This design comes from an exercise in tuning for small area on the open sky130 flow, not from production work.
Function was checked by simulation only, so behaviour that the tests miss may differ from the original.
Power figures rest on the tool's default switching activity, not on a simulated workload.

Setup of lane 1:
==> flow/design.v <==
`timescale 1ns/100ps
module riscv_cpu (
    input  logic        clk,
    input  logic        reset,
    input  logic [31:0] instr,
    output logic [31:0] pc,
    input  logic [31:0] read_data,
    output logic        dmem_rd_en,
    output logic        dmem_wr_en,
    output logic [31:0] dmem_addr,
    output logic [31:0] dmem_wr_data,
    input  logic        cache_stall
);
    localparam logic [2:0] S_EX = 3'd0, S_LD = 3'd1, S_ST = 3'd2, S_WT = 3'd3, S_PC = 3'd4;
    logic [2:0]  state;
    logic [3:0]  ph;
    logic [11:1] pcr;
    logic        pcs;
    logic        pcd;
    logic [31:0] ar;
    logic [31:0] dr;
    logic        carry;
    logic        cinc;
    logic        eqf;
    wire last = (ph == 4'd15);
    wire first = (ph == 4'd0);
    wire in_ex = (state == S_EX);
    wire in_pc = (state == S_PC);
    wire [6:0] op = instr[6:0];
    wire [2:0] f3 = instr[14:12];
    wire f3_ok = (f3 == 3'b000) || (f3[2] && f3[1:0] != 2'b01);
    wire is_r  = (op == 7'b0110011) && f3_ok && !instr[31] && (instr[29:25] == 5'd0)
                 && (!instr[30] || f3 == 3'b000);
    wire is_i  = (op == 7'b0010011) && f3_ok;
    wire is_ld = (op == 7'b0000011) && (f3 == 3'b010);
    wire is_st = (op == 7'b0100011) && (f3 == 3'b010);
    wire is_br = (op == 7'b1100011) && (f3[2:1] == 2'b00);
    wire sub   = is_r && instr[30];
    wire is_alu = is_r || is_i;
    wire is_mem = is_ld || is_st;
    logic [31:0] immv;
    always_comb begin
        if (is_br)
            immv = {{20{instr[31]}}, instr[7], instr[30:25], instr[11:8], 1'b0};
        else if (is_st)
            immv = {{21{instr[31]}}, instr[30:25], instr[11:7]};
        else
            immv = {{21{instr[31]}}, instr[30:20]};
    end
    wire [1:0] imm2 = {immv[{ph, 1'b1}], immv[{ph, 1'b0}]};
    wire [4:0] rs1 = instr[19:15];
    wire [4:0] rs2 = instr[24:20];
    wire [4:0] rd  = instr[11:7];
    logic [31:0] head_e;
    logic [31:0] head_o;
    logic        rf_we;
    logic [1:0]  wbits;
    assign head_e[0] = 1'b0;
    assign head_o[0] = 1'b0;
    genvar r;
    generate
        for (r = 1; r < 32; r++) begin : g_rf
            logic [15:0] ce;
            logic [15:0] co;
            wire we = rf_we && (rd == r);
            always_ff @(posedge clk) begin
                ce <= {we ? wbits[0] : ce[0], ce[15:1]};
                co <= {we ? wbits[1] : co[0], co[15:1]};
            end
            assign head_e[r] = ce[0];
            assign head_o[r] = co[0];
        end
    endgenerate
    wire [1:0] a = {head_o[rs1], head_e[rs1]};
    wire [1:0] b = {head_o[rs2], head_e[rs2]};
    wire [31:0] pcv = {{20{pcs}}, pcr, 1'b0};
    wire [1:0]  pc2 = {pcv[{ph, 1'b1}], pcv[{ph, 1'b0}]};
    wire [1:0] x = in_pc ? pc2 : a;
    wire [1:0] y = in_pc ? imm2 : is_r ? (sub ? ~b : b) : imm2;
    wire       c0 = first ? (in_ex && sub) : carry;
    wire       c1 = (x[0] & y[0]) | (x[0] & c0) | (y[0] & c0);
    wire       c2 = (x[1] & y[1]) | (x[1] & c1) | (y[1] & c1);
    wire [1:0] sum = {x[1] ^ y[1] ^ c1, x[0] ^ y[0] ^ c0};
    wire       i0 = (ph == 4'd1) | (!first && cinc);
    wire       i1 = pc2[0] & i0;
    wire [1:0] inc = {pc2[1] ^ i1, pc2[0] ^ i0};
    wire [1:0] bo = is_r ? b : imm2;
    logic [1:0] alu;
    always_comb begin
        case (f3)
            3'b100:  alu = a ^ bo;
            3'b110:  alu = a | bo;
            3'b111:  alu = a & bo;
            default: alu = sum;
        endcase
    end
    wire       eq_now = (first || eqf) && (a == b);
    wire       br_take = eq_now != instr[12];
    wire [1:0] din = (in_ex && is_st) ? b : (in_pc && is_br) ? sum : inc;
    assign rf_we = (in_ex && is_alu) || (in_pc && is_ld);
    assign wbits = in_ex ? alu : dr[1:0];
    wire dr_shift = in_ex || in_pc;
    wire dr_load = (state == S_LD) && !cache_stall;
    wire ar_shift = in_ex;
    wire [31:0] dr_next = {din, dr[31:2]};
    wire pc_load = last && (in_pc || (in_ex && !is_mem && !(is_br && br_take)));
    always_ff @(posedge clk) begin
        carry <= c2;
        cinc  <= i1 & pc2[1];
        eqf   <= eq_now;
        if (dr_load) dr <= read_data;
        else if (dr_shift) dr <= dr_next;
        if (ar_shift) ar <= {sum, ar[31:2]};
    end
    always_ff @(posedge clk) begin
        if (reset) begin
            state <= S_EX;
            ph    <= 4'd0;
            pcr   <= 11'd0;
            pcs   <= 1'b0;
            pcd   <= 1'b0;
        end else begin
            ph <= ph + 4'd1;
            if (pc_load) begin
                pcr <= dr_next[11:1];
                pcs <= dr_next[31];
                pcd <= pcd || (!dr_next[31] && dr_next[13:10] != 4'd0);
            end
            case (state)
                S_EX: if (last) begin
                    if (is_ld) state <= S_LD;
                    else if (is_st) state <= S_ST;
                    else if (is_br && br_take) state <= S_PC;
                end
                S_LD, S_ST: if (!cache_stall) state <= last ? S_PC : S_WT;
                S_WT: if (last) state <= S_PC;
                default: if (last) state <= S_EX;
            endcase
        end
    end
    assign pc           = {pcs | pcd, pcv[30:0]};
    assign dmem_rd_en   = (state == S_LD);
    assign dmem_wr_en   = (state == S_ST);
    assign dmem_addr    = ar;
    assign dmem_wr_data = dr;
endmodule
clock: 10.0 ns
lec_check: 0
cap_margin: 20
core_margin: 2
core_utilization: 60
place_density: 0.75
slew_margin: 20
standard.sh (not shown) runs the stock make flow with config.mk's settings and CLKGATE_MAP_FILE= SYNTH_SCRIPT=/design/flow/synth_recipe.tcl, a recipe that flattens the netlist after the stock synthesis.
==> flow/flow/run.sh <==
#!/bin/bash
# Standard layout, with the smallest buffer on each port and a clock tree of
# small buffers without dummy loads.
set -euo pipefail
bash standard.sh \
  BUFFER_PORTS_ARGS="-buffer_cell sky130_fd_sc_hd__buf_1" \
  CTS_ARGS="-sink_clustering_enable -repair_clock_nets -dont_use_dummy_load -buf_list sky130_fd_sc_hd__clkbuf_8 -sink_clustering_size 20 -sink_clustering_max_diameter 50" \
  finish > standard.log 2>&1
For lane 2, these inputs were changed with respect to lane 1:
-- flow/config.mk --
<<< lane 1, line 10
export CORE_UTILIZATION = 60
export PLACE_DENSITY = 0.75
>>> lane 2, line 10
export CORE_UTILIZATION = 75
export PLACE_DENSITY = 0.9
## What came out
- Going from lane 1 to lane 2, the net switching share of the total power was found to have gone up by 0.61 points.
- Fraction of standard cell area that is sequential, lane 1 and lane 2, lower one = lane 1.
- When lane 2 is set beside lane 1, its net load switching power turns out to be about 2.6% larger.
- Relative to lane 1, detailed-routing wirelength on met1 increased by 6.1% in lane 2.
- Die area on lane 2 is ahead of lane 1.

---

riscv_cpu, a different RTL version from the one above (not shown whole).
Size: roughly 1100 flip-flops, ~170 I/O pins, roughly 26000 µm² of cells after synthesis.
Settings: LEC_CHECK=0, CAP_MARGIN=20, CORE_MARGIN=2, CORE_UTILIZATION=60, PLACE_DENSITY=0.75, SLEW_MARGIN=20; clock period 10.0 ns.
==> flow/flow/run.sh <==
#!/bin/bash
# Standard layout, with the smallest buffer on each port and a clock tree of
# small buffers without dummy loads.
set -euo pipefail
bash standard.sh \
  BUFFER_PORTS_ARGS="-buffer_cell sky130_fd_sc_hd__buf_1" \
  CTS_ARGS="-sink_clustering_enable -repair_clock_nets -dont_use_dummy_load -buf_list sky130_fd_sc_hd__clkbuf_8 -sink_clustering_size 18 -sink_clustering_max_diameter 45" \
  finish > standard.log 2>&1
The baseline finished with timing, DRC and antenna clean.
Next try:
--- a/flow/flow/run.sh
+++ b/flow/flow/run.sh
@@ -7 +7 @@
-  CTS_ARGS="-sink_clustering_enable -repair_clock_nets -dont_use_dummy_load -buf_list sky130_fd_sc_hd__clkbuf_8 -sink_clustering_size 18 -sink_clustering_max_diameter 45" \
+  CTS_ARGS="-sink_clustering_enable -repair_clock_nets -dont_use_dummy_load -buf_list sky130_fd_sc_hd__clkbuf_8 -sink_clustering_size 20 -sink_clustering_max_diameter 50" \
- The new run completed with no timing, DRC or antenna violations
- maximum frequency climbs by 0.52%
- global-route usage decreases by 0.40 points
- cell count decreases by 0.42%
- worst setup slack gets better by 0.031 ns
- cell area drops by 0.48%
- utilization decreases by 0.32 points
- clock power drops by about 5%
- wire length went down by 0.82%
- first-iteration DRC count went up by 8.6%

---

Another version of the RTL of riscv_cpu (not shown whole).
For scale: roughly 27,000 µm² of cells after synthesis.
## riscv_cpu
module riscv_cpu (
    input  logic        clk,
    input  logic        reset,
    input  logic [31:0] instr,
    output logic [31:0] pc,
    input  logic [31:0] read_data,
    output logic        dmem_rd_en,
    output logic        dmem_wr_en,
    output logic [31:0] dmem_addr,
    output logic [31:0] dmem_wr_data,
    input  logic        cache_stall
);
export LEC_CHECK = 0
export CAP_MARGIN = 20
export CORE_MARGIN = 2
export CORE_UTILIZATION = 40
export CTS_BUF_LIST = sky130_fd_sc_hd__clkbuf_4
export PLACE_DENSITY = 0.6
export SLEW_MARGIN = 20
create_clock -name core_clock -period 10.0 [get_ports {clk}]
run.sh (not shown) runs the stock make flow with config.mk's settings and CLKGATE_MAP_FILE= SYNTH_SCRIPT=/design/flow/synth_recipe.tcl, a recipe that flattens the netlist after the stock synthesis.
Stock flow here: none of the scripts above is used.
The starting point finished with timing, DRC and antenna clean.
Next try:
Settings changed: CTS_BUF_LIST sky130_fd_sc_hd__clkbuf_4 to not set.
=> Count of clock-buffer cells in the layout fell by 228; area after synthesis is unchanged; hold slack improved by 0.029 ns; core utilization rose by 0.13 points; global-route usage fell by 0.55 points.
Next try:
==> flow/flow/run.sh (new file) <==
#!/bin/bash
# Standard layout, with the smallest buffer on each port and a clock tree of
# small buffers without dummy loads.
set -euo pipefail
bash standard.sh \
  BUFFER_PORTS_ARGS="-buffer_cell sky130_fd_sc_hd__buf_1" \
  CTS_ARGS="-sink_clustering_enable -repair_clock_nets -dont_use_dummy_load -buf_list sky130_fd_sc_hd__clkbuf_8 -sink_clustering_size 20 -sink_clustering_max_diameter 60" \
  finish > standard.log 2>&1
==> flow/standard.sh (new file) <==
#!/bin/bash
# synth_recipe.tcl (not shown) runs the flow's synth.tcl, then flattens the netlist and writes it again
# the make line also repeats each setting of config.mk as NAME=value (left out here)
make -C /OpenROAD-flow-scripts/flow DESIGN_CONFIG=/design/flow/config.mk WORK_HOME=/design/flow/orfs CLKGATE_MAP_FILE= SYNTH_SCRIPT=/design/flow/synth_recipe.tcl "${@:-finish}"
removed: flow/run.sh
After rerunning:
- final area went down by 10%
- critical path depth does not change
- via count went down by 3.2%
Next try:
==> flow/flow/run.sh (replaced) <==
#!/bin/bash
# Standard layout, with the smallest buffer on each port and a clock tree of
# small buffers without dummy loads.
set -euo pipefail
bash standard.sh \
  BUFFER_PORTS_ARGS="-buffer_cell sky130_fd_sc_hd__buf_1" \
  CTS_ARGS="-sink_clustering_enable -repair_clock_nets -dont_use_dummy_load -buf_list sky130_fd_sc_hd__clkbuf_4" \
  finish > standard.log 2>&1
Effect: The changed run completed without violations; clock power came out higher by about 47%; routed wire length climbs by 4.3%; power grows by about 13%; area after synthesis stays the same; clock-buffer cell count came out higher by 208; setup slack gets better by 0.25 ns; final cell count went up by 7.9%; clock skew rises by 0.012 ns.

---

alpha:
Another version of the RTL of riscv_cpu (not shown whole).
Size in the first run: roughly 1600 cells after synthesis, about 1100 flip-flops, about 26000 um^2 of cells after synthesis.
export LEC_CHECK = 0
export CAP_MARGIN = 20
export CORE_MARGIN = 2
export CORE_UTILIZATION = 40
export PLACE_DENSITY = 0.6
export SLEW_MARGIN = 20
create_clock -name core_clock -period 10.0 [get_ports {clk}]
standard.sh (not shown) runs the stock make flow with config.mk's settings and CLKGATE_MAP_FILE= SYNTH_SCRIPT=/design/flow/synth_recipe.tcl, a recipe that flattens the netlist after the stock synthesis.
==> flow/flow/run.sh <==
#!/bin/bash
# Standard layout, with the smallest buffer on each port and a clock tree of
# small buffers without dummy loads.
set -euo pipefail
bash standard.sh \
  BUFFER_PORTS_ARGS="-buffer_cell sky130_fd_sc_hd__buf_1" \
  CTS_ARGS="-sink_clustering_enable -repair_clock_nets -dont_use_dummy_load -buf_list sky130_fd_sc_hd__clkbuf_16 -sink_clustering_size 30 -sink_clustering_max_diameter 80" \
  finish > standard.log 2>&1
The inputs of beta differ from those of alpha as listed below.
- changing CORE_UTILIZATION from 40 to 60
- changing PLACE_DENSITY from 0.6 to 0.75
==> flow/flow/run.sh <==
#!/bin/bash
# Standard layout, with the smallest buffer on each port and a clock tree of
# small buffers without dummy loads.
set -euo pipefail
bash standard.sh \
  BUFFER_PORTS_ARGS="-buffer_cell sky130_fd_sc_hd__buf_1" \
  CTS_ARGS="-sink_clustering_enable -repair_clock_nets -dont_use_dummy_load -buf_list sky130_fd_sc_hd__clkbuf_8 -sink_clustering_size 20 -sink_clustering_max_diameter 50" \
  finish > standard.log 2>&1
Findings:
Shortest period the worst path allows | beta above alpha
Power spent charging and discharging nets: beta better than alpha
Re placement-stage cell area: alpha was higher than beta.
The higher share of the clock period used by the worst path after layout came out of beta.
alpha -> beta: static power due to leakage decreased slightly
Every stage of the flow completed for beta, and the final layout passed the timing, DRC and antenna checks.
met1 demand-to-capacity share in global routing ended up 7.3 points higher on beta than on alpha.
alpha → beta: die area fell about 33%, count of clock-buffer cells in the layout rose 57%, deepest level of the CTS H-tree rose 1, routed metal-1 wire length fell 6.4%, setup slack fell 0.18 ns.

==> what the ideal ports hide <==
Ports are ideal in the flow. The routed layouts listed here were re-timed in OpenROAD.
Step 1, drivers: a clkbuf_16 drives clk and a buf_2 each remaining input, both assumed.
Step 2 moves the port delays by t, midway between the first and last clock arrival at a register: inputs arrive t later, outputs are due t later. That takes back most of the time a late clock gives input paths.
Three values: ideal ports, drivers, drivers and shift; two values: the first two.
| run | shift t [ns] | setup slack, ns | pins driven straight from the clock port |
|---|---|---|---|
| lane 1 | 0.652 | 3.536 / 3.536 / 2.884 | 1 |
| lane 2 | 0.721 | 3.983 / 3.999 / 3.279 | 1 |
| the first run of note 2 | 0.681 | 4.086 / 4.085 / 3.404 | 1 |
| the second run of note 2 | 0.659 | 4.117 / 4.114 / 3.454 | 1 |
| the first run of note 3 | 1.065 | 3.243 / 3.275 / 2.211 | 1 |
| the second run of note 3 | 0.692 | 2.894 / 2.931 / 2.239 | 1 |
| the third run of note 3 | 0.688 | 3.358 / 3.384 / 2.696 | 1 |
| the fourth run of note 3 | 1.039 | 3.604 / 3.633 / 2.594 | 1 |
| alpha | 0.631 | 4.228 / 4.245 / 3.614 | 1 |
| beta | 0.659 | 4.052 / 4.086 / 3.426 | 1 |
After both steps every run listed still meets setup and hold. The setup slack of the first run of note 3, which loses most, moves by +0.032 ns with the drivers and by -1.032 ns with both steps.
